Context: an optimization exercise on an open-source flow, tuned for small area, a short achievable clock period and few clock cycles. The choices shown serve that exercise and are no tape-out recipe.
The RTL was checked by simulation tests, not by an equivalence proof against the original design.
Power and IR drop assume default switching activity.

`design/flow/config.mk`:
```
export PLATFORM = sky130hd
export DESIGN_NAME = nice_core_top
export DESIGN_NICKNAME = nice_core_top
export VERILOG_FILES = /design/flow/design.v
export SDC_FILE = /design/flow/constraint.sdc
export NUM_CORES = 4
export LEC_CHECK = 0
export CAP_MARGIN = 20
export CORE_MARGIN = 2
export CORE_UTILIZATION = 40
export SLEW_MARGIN = 20
```
`design/flow/constraint.sdc`:
```
create_clock -name core_clock -period 8.0 [get_ports {nice_clk}]
set_input_delay 1.6000 -clock core_clock [delete_from_list [all_inputs] [get_ports {nice_clk}]]
set_output_delay 1.6000 -clock core_clock [all_outputs]
set_load 0.01 [all_outputs]
```
`design/flow/design.v`:
```
package nice_core_pkg;
   typedef logic [32-1:0]  nice_word_t;
   typedef logic [3-1:0] nice_idx_t;
   typedef enum logic [2:0] {
      OP_NONE,
      OP_LABUF,
      OP_LPBUF,
      OP_SBUF,
      OP_WORK,
      OP_ILLEGAL
   } nice_op_e;
   typedef enum logic [2:0] {
      S_IDLE,
      S_LOAD,
      S_STORE,
      S_WORK,
      S_RESP
   } nice_state_e;
   typedef enum logic [2:0] {
      X_IDLE,
      X_FETCH,
      X_ITER,
      X_WRITE,
      X_DONE
   } nice_exec_state_e;
   typedef struct packed {
      nice_word_t inst;
      nice_word_t rs1;
   } nice_req_t;
   typedef struct packed {
      logic       valid;
      logic       to_p;
      nice_idx_t  idx;
      nice_word_t data;
   } nice_ld_wr_t;
endpackage
`timescale 1ns/1ps
module nice_cmd_ctrl (
   input  logic       nice_clk,
   input  logic       nice_rst_n,
   input  logic       req_valid,
   input  nice_core_pkg::nice_req_t  req,
   input  logic       mem_cmd_ready,
   input  logic       mem_done,
   input  logic       mem_err,
   input  logic       work_done,
   input  nice_core_pkg::nice_word_t work_result,
   input  logic       rsp_ready,
   output logic       req_ready,
   output logic       mem_start,
   output nice_core_pkg::nice_op_e   op,
   output nice_core_pkg::nice_word_t rs1,
   output logic       work_start,
   output logic       rsp_valid,
   output nice_core_pkg::nice_word_t rsp_rdat,
   output logic       rsp_err,
   output logic       active,
   output logic       mem_holdup
);
   logic [6:0]  opcode;
   logic [2:0]  funct3;
   logic [6:0]  funct7;
   logic        is_mem_op;
   logic        req_hsk;
   nice_core_pkg::nice_state_e state_r;
   nice_core_pkg::nice_state_e state_nxt;
   logic        err_r;
   nice_core_pkg::nice_word_t  rdat_r;
   assign opcode = req.inst[6:0];
   assign funct3 = req.inst[14:12];
   assign funct7 = req.inst[31:25];
   always_comb begin
      op = nice_core_pkg::OP_NONE;
      if (req_valid) begin
         op = nice_core_pkg::OP_ILLEGAL;
         if (opcode == 7'h7b && funct3 == 3'b010) begin
            case (funct7)
               7'b0000001: op = nice_core_pkg::OP_LABUF;
               7'b0000011: op = nice_core_pkg::OP_LPBUF;
               7'b0000100:  op = nice_core_pkg::OP_SBUF;
               default:        op = nice_core_pkg::OP_ILLEGAL;
            endcase
         end else if (opcode == 7'h7b && funct3 == 3'b000 &&
                      funct7 == 7'b0000101) begin
            op = nice_core_pkg::OP_WORK;
         end
      end
   end
   assign is_mem_op = (op == nice_core_pkg::OP_LABUF) || (op == nice_core_pkg::OP_LPBUF) || (op == nice_core_pkg::OP_SBUF);
   assign rs1       = req.rs1;
   assign req_ready  = (state_r == nice_core_pkg::S_IDLE) && (is_mem_op ? mem_cmd_ready : 1'b1);
   assign req_hsk    = req_valid && req_ready;
   assign mem_start  = (state_r == nice_core_pkg::S_IDLE) && req_valid && is_mem_op;
   assign work_start = req_hsk && (op == nice_core_pkg::OP_WORK);
   always_comb begin
      state_nxt = state_r;
      case (state_r)
         nice_core_pkg::S_IDLE: begin
            if (req_hsk) begin
               case (op)
                  nice_core_pkg::OP_LABUF, nice_core_pkg::OP_LPBUF: state_nxt = nice_core_pkg::S_LOAD;
                  nice_core_pkg::OP_SBUF:            state_nxt = nice_core_pkg::S_STORE;
                  nice_core_pkg::OP_WORK:            state_nxt = nice_core_pkg::S_WORK;
                  default:            state_nxt = nice_core_pkg::S_RESP;
               endcase
            end
         end
         nice_core_pkg::S_LOAD, nice_core_pkg::S_STORE: if (mem_done) state_nxt = nice_core_pkg::S_RESP;
         nice_core_pkg::S_WORK:          if (work_done) state_nxt = nice_core_pkg::S_RESP;
         nice_core_pkg::S_RESP:          if (rsp_ready) state_nxt = nice_core_pkg::S_IDLE;
         default:         state_nxt = nice_core_pkg::S_IDLE;
      endcase
   end
   always_ff @(posedge nice_clk) begin
      if (!nice_rst_n) begin
         state_r <= nice_core_pkg::S_IDLE;
         err_r   <= 1'b0;
      end else begin
         state_r <= state_nxt;
         if (req_hsk) begin
            err_r <= (op == nice_core_pkg::OP_ILLEGAL);
         end else if (mem_holdup) begin
            err_r <= err_r | mem_err;
         end
      end
   end
   always_ff @(posedge nice_clk) begin
      if (req_hsk) begin
         rdat_r <= '0;
      end else if (state_r == nice_core_pkg::S_WORK && work_done) begin
         rdat_r <= work_result;
      end
   end
   assign rsp_valid  = (state_r == nice_core_pkg::S_RESP);
   assign rsp_rdat   = rdat_r;
   assign rsp_err    = err_r;
   assign mem_holdup = (state_r == nice_core_pkg::S_LOAD) || (state_r == nice_core_pkg::S_STORE);
   assign active     = (state_r != nice_core_pkg::S_IDLE) || req_valid;
endmodule
`timescale 1ns/1ps
module nice_icb_master (
   input  logic        nice_clk,
   input  logic        nice_rst_n,
   input  logic        mem_start,
   input  nice_core_pkg::nice_op_e    op,
   input  nice_core_pkg::nice_word_t  rs1,
   input  logic        icb_cmd_ready,
   input  logic        icb_rsp_valid,
   input  nice_core_pkg::nice_word_t  icb_rsp_rdata,
   input  logic        icb_rsp_err,
   input  nice_core_pkg::nice_word_t  store_data,
   output logic        mem_cmd_ready,
   output logic        mem_done,
   output logic        mem_err,
   output logic        icb_cmd_valid,
   output nice_core_pkg::nice_word_t  icb_cmd_addr,
   output logic        icb_cmd_read,
   output nice_core_pkg::nice_word_t  icb_cmd_wdata,
   output nice_core_pkg::nice_idx_t   store_idx,
   output nice_core_pkg::nice_ld_wr_t ld_wr
);
   localparam logic [3:0] CMD_BEATS = (3+1)'(8);
   localparam nice_core_pkg::nice_idx_t            LAST_IDX  = nice_core_pkg::nice_idx_t'(8 - 1);
   logic                  busy_r;
   logic                  is_store_r;
   logic                  to_p_r;
   logic [3:0]  cmd_cnt_r;
   nice_core_pkg::nice_idx_t             rsp_cnt_r;
   nice_core_pkg::nice_word_t            addr_r;
   logic                  cmd_hsk;
   logic                  rsp_fire;
   logic                  cmds_left;
   assign cmds_left = busy_r && (cmd_cnt_r != CMD_BEATS);
   assign cmd_hsk   = icb_cmd_valid && icb_cmd_ready;
   assign rsp_fire  = busy_r && icb_rsp_valid;
   assign icb_cmd_valid = mem_start || cmds_left;
   assign icb_cmd_addr  = busy_r ? addr_r : rs1;
   assign icb_cmd_read  = busy_r ? !is_store_r : (op != nice_core_pkg::OP_SBUF);
   assign store_idx     = busy_r ? cmd_cnt_r[3-1:0] : '0;
   assign icb_cmd_wdata = icb_cmd_read ? '0 : store_data;
   assign mem_cmd_ready = icb_cmd_ready;
   always_ff @(posedge nice_clk) begin
      if (cmd_hsk) begin
         addr_r <= icb_cmd_addr + nice_core_pkg::nice_word_t'(4);
      end
   end
   always_ff @(posedge nice_clk) begin
      if (!nice_rst_n) begin
         busy_r     <= 1'b0;
         is_store_r <= 1'b0;
         to_p_r     <= 1'b0;
         cmd_cnt_r  <= '0;
         rsp_cnt_r  <= '0;
      end else if (mem_start && icb_cmd_ready) begin
         busy_r     <= 1'b1;
         is_store_r <= (op == nice_core_pkg::OP_SBUF);
         to_p_r     <= (op == nice_core_pkg::OP_LPBUF);
         cmd_cnt_r  <= (3+1)'(1);
         rsp_cnt_r  <= '0;
      end else if (busy_r) begin
         if (cmd_hsk) begin
            cmd_cnt_r <= cmd_cnt_r + 1'b1;
         end
         if (rsp_fire) begin
            rsp_cnt_r <= rsp_cnt_r + 1'b1;
         end
         if (mem_done) begin
            busy_r <= 1'b0;
         end
      end
   end
   assign mem_done = rsp_fire && (rsp_cnt_r == LAST_IDX);
   assign mem_err  = rsp_fire && icb_rsp_err;
   assign ld_wr.valid = rsp_fire && !is_store_r;
   assign ld_wr.to_p  = to_p_r;
   assign ld_wr.idx   = rsp_cnt_r;
   assign ld_wr.data  = icb_rsp_rdata;
endmodule
`timescale 1ns/1ps
module nice_operand_buf (
   input  logic        nice_clk,
   input  logic        nice_rst_n,
   input  nice_core_pkg::nice_ld_wr_t ld_wr,
   input  nice_core_pkg::nice_idx_t   rd_idx,
   output nice_core_pkg::nice_word_t  a_word,
   output nice_core_pkg::nice_word_t  p_word
);
   nice_core_pkg::nice_word_t a_mem [8];
   nice_core_pkg::nice_word_t p_mem [8];
   always_ff @(posedge nice_clk) begin
      if (!nice_rst_n) begin
         for (int i = 0; i < 8; i++) begin
            a_mem[i] <= '0;
            p_mem[i] <= '0;
         end
      end else if (ld_wr.valid) begin
         if (ld_wr.to_p) begin
            p_mem[ld_wr.idx] <= ld_wr.data;
         end else begin
            a_mem[ld_wr.idx] <= ld_wr.data;
         end
      end
   end
   assign a_word = a_mem[rd_idx];
   assign p_word = p_mem[rd_idx];
endmodule
`timescale 1ns/1ps
module nice_mod_exec (
   input  logic       nice_clk,
   input  logic       nice_rst_n,
   input  logic       work_start,
   input  nice_core_pkg::nice_word_t a_word,
   input  nice_core_pkg::nice_word_t p_word,
   output nice_core_pkg::nice_idx_t  rd_idx,
   output logic       res_we,
   output nice_core_pkg::nice_idx_t  res_idx,
   output nice_core_pkg::nice_word_t res_data,
   output logic       work_done
);
   localparam int              BIT_W    = $clog2(32);
   localparam logic [BIT_W-1:0] LAST_BIT = BIT_W'(32 - 1);
   localparam nice_core_pkg::nice_idx_t        LAST_IDX = nice_core_pkg::nice_idx_t'(8 - 1);
   nice_core_pkg::nice_exec_state_e    xstate_r;
   nice_core_pkg::nice_idx_t           idx_r;
   logic [BIT_W-1:0]    bit_cnt_r;
   nice_core_pkg::nice_word_t          a_r;
   nice_core_pkg::nice_word_t          p_r;
   nice_core_pkg::nice_word_t          rem_r;
   logic [32:0] rem_shift;
   logic [32:0] rem_diff;
   nice_core_pkg::nice_word_t          rem_next;
   always_ff @(posedge nice_clk) begin
      if (!nice_rst_n) begin
         xstate_r  <= nice_core_pkg::X_IDLE;
         idx_r     <= '0;
         bit_cnt_r <= '0;
      end else begin
         case (xstate_r)
            nice_core_pkg::X_IDLE: begin
               if (work_start) begin
                  idx_r    <= '0;
                  xstate_r <= nice_core_pkg::X_FETCH;
               end
            end
            nice_core_pkg::X_FETCH: begin
               bit_cnt_r <= '0;
               xstate_r  <= nice_core_pkg::X_ITER;
            end
            nice_core_pkg::X_ITER: begin
               bit_cnt_r <= bit_cnt_r + 1'b1;
               if (bit_cnt_r == LAST_BIT) begin
                  xstate_r <= nice_core_pkg::X_WRITE;
               end
            end
            nice_core_pkg::X_WRITE: begin
               if (idx_r == LAST_IDX) begin
                  xstate_r <= nice_core_pkg::X_DONE;
               end else begin
                  idx_r    <= idx_r + 1'b1;
                  xstate_r <= nice_core_pkg::X_FETCH;
               end
            end
            nice_core_pkg::X_DONE:  xstate_r <= nice_core_pkg::X_IDLE;
            default: xstate_r <= nice_core_pkg::X_IDLE;
         endcase
      end
   end
   assign rem_shift = {rem_r, a_r[32-1]};
   assign rem_diff  = rem_shift - {1'b0, p_r};
   assign rem_next  = rem_diff[32] ? rem_shift[32-1:0]
                                           : rem_diff[32-1:0];
   always_ff @(posedge nice_clk) begin
      if (xstate_r == nice_core_pkg::X_FETCH) begin
         a_r   <= a_word;
         p_r   <= p_word;
         rem_r <= '0;
      end else if (xstate_r == nice_core_pkg::X_ITER) begin
         a_r   <= {a_r[32-2:0], a_r[32-1]};
         rem_r <= rem_next;
      end
   end
   assign rd_idx    = idx_r;
   assign res_we    = (xstate_r == nice_core_pkg::X_WRITE);
   assign res_idx   = idx_r;
   assign res_data  = (p_r == '0) ? a_r : rem_r;
   assign work_done = (xstate_r == nice_core_pkg::X_DONE);
endmodule
`timescale 1ns/1ps
module nice_result_buf (
   input  logic       nice_clk,
   input  logic       nice_rst_n,
   input  logic       res_we,
   input  nice_core_pkg::nice_idx_t  res_idx,
   input  nice_core_pkg::nice_word_t res_data,
   input  nice_core_pkg::nice_idx_t  store_idx,
   output nice_core_pkg::nice_word_t store_data
);
   nice_core_pkg::nice_word_t res_mem [8];
   always_ff @(posedge nice_clk) begin
      if (!nice_rst_n) begin
         for (int i = 0; i < 8; i++) begin
            res_mem[i] <= '0;
         end
      end else if (res_we) begin
         res_mem[res_idx] <= res_data;
      end
   end
   assign store_data = res_mem[store_idx];
endmodule
`timescale 1ns/1ps
module nice_core_top (
   input  logic                  nice_clk,
   input  logic                  nice_rst_n,
   output logic                  nice_active,
   output logic                  nice_mem_holdup,
   input  logic                  nice_req_valid,
   output logic                  nice_req_ready,
   input  logic [32-1:0] nice_req_inst,
   input  logic [32-1:0] nice_req_rs1,
   input  logic [32-1:0] nice_req_rs2,
   output logic                  nice_rsp_valid,
   input  logic                  nice_rsp_ready,
   output logic [32-1:0] nice_rsp_rdat,
   output logic                  nice_rsp_err,
   output logic                  nice_icb_cmd_valid,
   input  logic                  nice_icb_cmd_ready,
   output logic [32-1:0] nice_icb_cmd_addr,
   output logic                  nice_icb_cmd_read,
   output logic [32-1:0] nice_icb_cmd_wdata,
   input  logic                  nice_icb_rsp_valid,
   output logic                  nice_icb_rsp_ready,
   input  logic [32-1:0] nice_icb_rsp_rdata,
   input  logic                  nice_icb_rsp_err
);
   nice_core_pkg::nice_req_t   req_s;
   logic        mem_start;
   logic        mem_cmd_ready;
   logic        mem_done;
   logic        mem_err;
   nice_core_pkg::nice_op_e    op;
   nice_core_pkg::nice_word_t  rs1;
   logic        work_start;
   logic        work_done;
   nice_core_pkg::nice_idx_t   rd_idx;
   nice_core_pkg::nice_word_t  a_word;
   nice_core_pkg::nice_word_t  p_word;
   logic        res_we;
   nice_core_pkg::nice_idx_t   res_idx;
   nice_core_pkg::nice_word_t  res_data;
   nice_core_pkg::nice_idx_t   store_idx;
   nice_core_pkg::nice_word_t  store_data;
   nice_core_pkg::nice_ld_wr_t ld_wr;
   assign req_s.inst         = nice_req_inst;
   assign req_s.rs1          = nice_req_rs1;
   assign nice_icb_rsp_ready = 1'b1;
   nice_cmd_ctrl u_cmd_ctrl (
      .nice_clk      (nice_clk),
      .nice_rst_n    (nice_rst_n),
      .req_valid     (nice_req_valid),
      .req           (req_s),
      .mem_cmd_ready (mem_cmd_ready),
      .mem_done      (mem_done),
      .mem_err       (mem_err),
      .work_done     (work_done),
      .work_result   (res_data),
      .rsp_ready     (nice_rsp_ready),
      .req_ready     (nice_req_ready),
      .mem_start     (mem_start),
      .op            (op),
      .rs1           (rs1),
      .work_start    (work_start),
      .rsp_valid     (nice_rsp_valid),
      .rsp_rdat      (nice_rsp_rdat),
      .rsp_err       (nice_rsp_err),
      .active        (nice_active),
      .mem_holdup    (nice_mem_holdup)
   );
   nice_icb_master u_icb_master (
      .nice_clk      (nice_clk),
      .nice_rst_n    (nice_rst_n),
      .mem_start     (mem_start),
      .op            (op),
      .rs1           (rs1),
      .icb_cmd_ready (nice_icb_cmd_ready),
      .icb_rsp_valid (nice_icb_rsp_valid),
      .icb_rsp_rdata (nice_icb_rsp_rdata),
      .icb_rsp_err   (nice_icb_rsp_err),
      .store_data    (store_data),
      .mem_cmd_ready (mem_cmd_ready),
      .mem_done      (mem_done),
      .mem_err       (mem_err),
      .icb_cmd_valid (nice_icb_cmd_valid),
      .icb_cmd_addr  (nice_icb_cmd_addr),
      .icb_cmd_read  (nice_icb_cmd_read),
      .icb_cmd_wdata (nice_icb_cmd_wdata),
      .store_idx     (store_idx),
      .ld_wr         (ld_wr)
   );
   nice_operand_buf u_operand_buf (
      .nice_clk   (nice_clk),
      .nice_rst_n (nice_rst_n),
      .ld_wr      (ld_wr),
      .rd_idx     (rd_idx),
      .a_word     (a_word),
      .p_word     (p_word)
   );
   nice_mod_exec u_mod_exec (
      .nice_clk   (nice_clk),
      .nice_rst_n (nice_rst_n),
      .work_start (work_start),
      .a_word     (a_word),
      .p_word     (p_word),
      .rd_idx     (rd_idx),
      .res_we     (res_we),
      .res_idx    (res_idx),
      .res_data   (res_data),
      .work_done  (work_done)
   );
   nice_result_buf u_result_buf (
      .nice_clk   (nice_clk),
      .nice_rst_n (nice_rst_n),
      .res_we     (res_we),
      .res_idx    (res_idx),
      .res_data   (res_data),
      .store_idx  (store_idx),
      .store_data (store_data)
   );
endmodule
```
`design/flow/run.sh`:
```
#!/bin/bash
# synth_recipe.tcl (not shown) runs the flow's synth.tcl, then flattens the netlist and writes it again
# the make line also repeats each setting of config.mk as NAME=value (left out here)
make -C /OpenROAD-flow-scripts/flow DESIGN_CONFIG=/design/flow/config.mk WORK_HOME=/design/flow/orfs CLKGATE_MAP_FILE= SYNTH_SCRIPT=/design/flow/synth_recipe.tcl finish
```
==> run summary <==
[placed cells by master (no fill, tap or decap), types with 38 or more instances in the layout]
| master | n |
|---|---|
| a211oi_1 | 71 |
| a21oi_1 | 142 |
| a22oi_1 | 132 |
| a31oi_1 | 38 |
| and2_1 | 521 |
| buf_4 | 62 |
| clkbuf_16 | 105 |
| clkdlybuf4s50_1 | 189 |
| dfxtp_1 | 87 |
| edfxtp_1 | 864 |
| ha_1 | 41 |
| inv_1 | 64 |
| mux2i_1 | 91 |
| mux4_2 | 96 |
| nand2_1 | 182 |
| nand4_1 | 45 |
| nor2_1 | 405 |
| xnor2_1 | 38 |
[final cells by class]
cell class / instances / area (sq um) / share of cell area, %
multi-input combinational: 2112 / 14700 / 29.3
antenna: 5 / 12.5 / 0.0249
inverter: 64 / 240 / 0.478
sequential: 956 / 27800 / 55.4
clock inverter: 54 / 531 / 1.06
timing repair buffer: 254 / 2400 / 4.77
clock buffer: 131 / 2770 / 5.51
tap: 1403 / 1760 / 3.50
[worst paths after layout]
kind                                          start                         end  slack [ns]  cells past startpoint
worst max-delay path              nice_req_inst[28]      nice_icb_cmd_wdata[14]        1.75                     10
worst min register to register  u_mod_exec.rem_r[7]         u_mod_exec.rem_r[7]        0.48                      2
worst max register to register  u_icb_master.busy_r  u_operand_buf.a_mem[4][10]        3.49                      7
worst min-delay path            u_mod_exec.rem_r[7]         u_mod_exec.rem_r[7]        0.48                      2
[worst min-delay path, stage by stage (launching register included)]
cell     delay [ns]
dfxtp_1        0.33
nand2_1        0.06
o21ai_1        0.05
[cells by family after synthesis]
logic type,after synthesis
and+or+nand+nor,1292
other,1
xor gates and xnor gates,52
DFF,956
AOI/OAI and AO/OA,510
muxes,215
buffers and inverters,314
adders and majority gates,42
[power groups by stage]
stage	Clock, mW	Combinational (mW)	Sequential [mW]
6_report	4.69	0.704	5.70
5_1_grt	4.96	0.767	5.71
4_1_cts	4.77	0.705	5.70
3_5_place_dp	0	0.702	5.80
3_3_place_gp	0	0.698	5.79
2_1_floorplan	0	0.426	5.78
[synthesized netlist by cell type, drive strengths merged, types with 10 or more instances]
library cell  instances
and3                 10
edfxtp              864
nand3                28
nand4                45
a31oi                39
xor2                 13
buf                  40
nor2                420
mux2                 19
nor4                 15
a21o                 12
a22oi               132
nand2               182
o21ai                54
inv                  64
xnor2                39
a211oi               72
a21oi               143
nor3                 19
mux4                 96
o211ai               12
a32oi                10
dfxtp                92
clkbuf              210
mux2i               100
ha                   41
and2                524
[metal layers]
metal | vias up | wire length, microns | track usage, %
met5 | - | 13 | 0
met4 | 2 | 2660 | 5.48
met3 | 170 | 7960 | 3.61
met2 | 901 | 57600 | 35.4
met1 | 13745 | 49500 | 28.3
li1 | 12587 | - | -
[stage by stage]
step | area (sq um) | cells | hold slack, ns
floorplan | 43400 | 3382 | 0.454
finish | 50200 | 4979 | 0.484
CTS | 50100 | 4972 | 0.485
global placement | 46800 | 4787 | 0.476
detailed placement | 46800 | 4787 | 0.477
global route | 50200 | 4974 | 0.515
[state kept, by name (all words and copies together), names as in the netlist, named ones only]
name	flops
u_cmd_ctrl.err_r	1
u_cmd_ctrl.rdat_r	32
u_cmd_ctrl.state_r	3
u_icb_master.addr_r	32
u_icb_master.busy_r	1
u_icb_master.cmd_cnt_r	4
u_icb_master.is_store_r	1
u_icb_master.rsp_cnt_r	3
u_icb_master.to_p_r	1
u_mod_exec.a_r	32
u_mod_exec.bit_cnt_r	5
u_mod_exec.idx_r	3
u_mod_exec.p_r	32
u_mod_exec.rem_r	32
u_mod_exec.xstate_r	3
u_operand_buf.a_mem	256
u_operand_buf.p_mem	256
u_result_buf.res_mem	256
==> reports/qor.txt <==
clock latency at the later pin of the worst-skew pair - 0.67 ns
Leak - 17.0 nW
I/O Buffers - 190
post-synthesis sequential area ratio - 64.1%
main combinational cell family by area after synthesis - simple AND/OR/NAND/NOR gates
syn nets - 3,559
drt initial violations - 2,494
delay-heaviest family, CP - simple AND/OR/NAND/NOR gates
Setup violations, final - 0
Final min period - 6.25 ns
sw frac - 22.5%
Post-DP HPWL - 68.5 mm
Crit. End Element - output pin
Worst Path Arrival - 4.65 ns
post-synthesis xor/xnor area fraction - 1.09%
Fillers - 9,498
layout cells sized above 1 - 11.1%
Netlist cell types - 72
Crit path top cell by count - clkdlybuf4s50_1
CP max stage cell - clkdlybuf4s50_1
drt drc - 0
nature of the critical path startpoint - primary input
maximum fanout along the worst path - 24
Fmax - 160 MHz
WP data required - 6.40 ns
Max Slew Vio Count - 0
post-synthesis adder-cell area fraction - 1.23%
CTS Buf Count - 100
Combinational Power Share - 6.3%
status - timing/DRC/antenna clean
via count - 27,405
multiplexer area fraction after synthesis - 7.79%
total wire length - 118 mm
Core Box Area - 107,000 sq um
Post-Place Worst Slack - 1.75 ns
Slew headroom - 23.2%
final core utilization - 46.8%
maximum capacitance violations - 0
root buffer cell - clkbuf_16
Synth top area share - 59.8%
placer congestion estimate - 0.867
max incr delay on CP - 0.60 ns
final clock skew - 0.0183 ns
VDD IR max - 0.168 mV
first-pass GRT wire length - 176 mm
Cell Rows - 120
Reg clk slew, reported paths - 0.06 ns
top-level I/O count - 239
Yosys top cell by area - edfxtp_1
Power Dens Cells - 221 nW/um^2
pin count of the biggest net entering global routing - 84
Die X - 333 microns
post-CTS setup buffers - 0
Synth Register Bits - 956
Slew @ Worst Pin - 1.12 ns
Routed wire per std cell - 23.7 microns
Reg power frac - 51.4%
syn_area_per_cell - 12.8 sq um
Starting Density - 40.4%
hold-fix buffer count after cts - 0
antenna viol nets, final - 0
Layout area overhead - 15.8%
mapped cell area - 43,400 sq um
vias per cell - 5.50
Clock Tree Buf Depth - 3
Top FF cell, synth - edfxtp_1
post-synthesis compound-gate area fraction - 7.81%
Async SR Flop Fraction - 0%
RSZ-0062 raised after global routing - no
crit share post-route - 78.1%
CTS H-tree lvls - 3
vias in the first global route - 27,250
worst-path cell chain - clkdlybuf4s50_1 > nor4_1 > and2_1 > nand2_1 > or4_1 > nor2_1 > a21oi_4 > buf_16 > a211oi_1 > clkdlybuf4s50_1
Post-synth EDFFs - 864
Hold Path Class - reg2reg
cells after synthesis - 3,382
synth top area cells - edfxtp_1 60%, and2_1 7.6%, mux4_2 5.0%
Clk pwr share - 42.3%
total chip power - 11.1 mW
Layout Nets - 3,665
number of detailed-route iterations in the first pass - 6
overall routing resource usage - 21.1%
P_int - 8.59 mW
Sink Count - 956
Yosys warnings - 5
simple-gate share of the synthesized area - 15.2%
die height - 333 microns
Resized cells post-CTS - 0
CTS tree - built
die area - 111,000 sq um
final setup margin - 1.75 ns
antenna violations before repair - 1
Hold Vio Cnt, Final - 0
Psw - 2.49 mW
Crit Path Class - in2out
TNS Setup - 0 ns
residual overflow from global routing - 0
Critical path buffers and inverters - 3
Testbench counts, summed over its fixed seeds: cycles 29,280.

## separate check: timing with driven ports
In the flow no input, the clock included, has a driving cell. The finished layout below was timed again as built, in two steps. Step 1 assumes that a clkbuf_16 drives the clock port and a buf_2 every other input. Step 2 adds t to the input delays and takes it off the output delays; t is the mean of the earliest and latest rising clock arrival at the registers after step 1. Input paths then give back, and output paths get back, about the clock's delay inside the block. Slacks: ideal / step 1 / step 2; pairs: ideal / step 1.
t (ns): 0.727
slack for setup (ns): 1.750 / 1.727 / 1.727
worst data-port slew with drivers (ns): 0.09
After both steps this run still meets setup and hold. For this run, drivers alone change the setup slack by -0.023 ns; drivers and shift together by -0.023 ns.
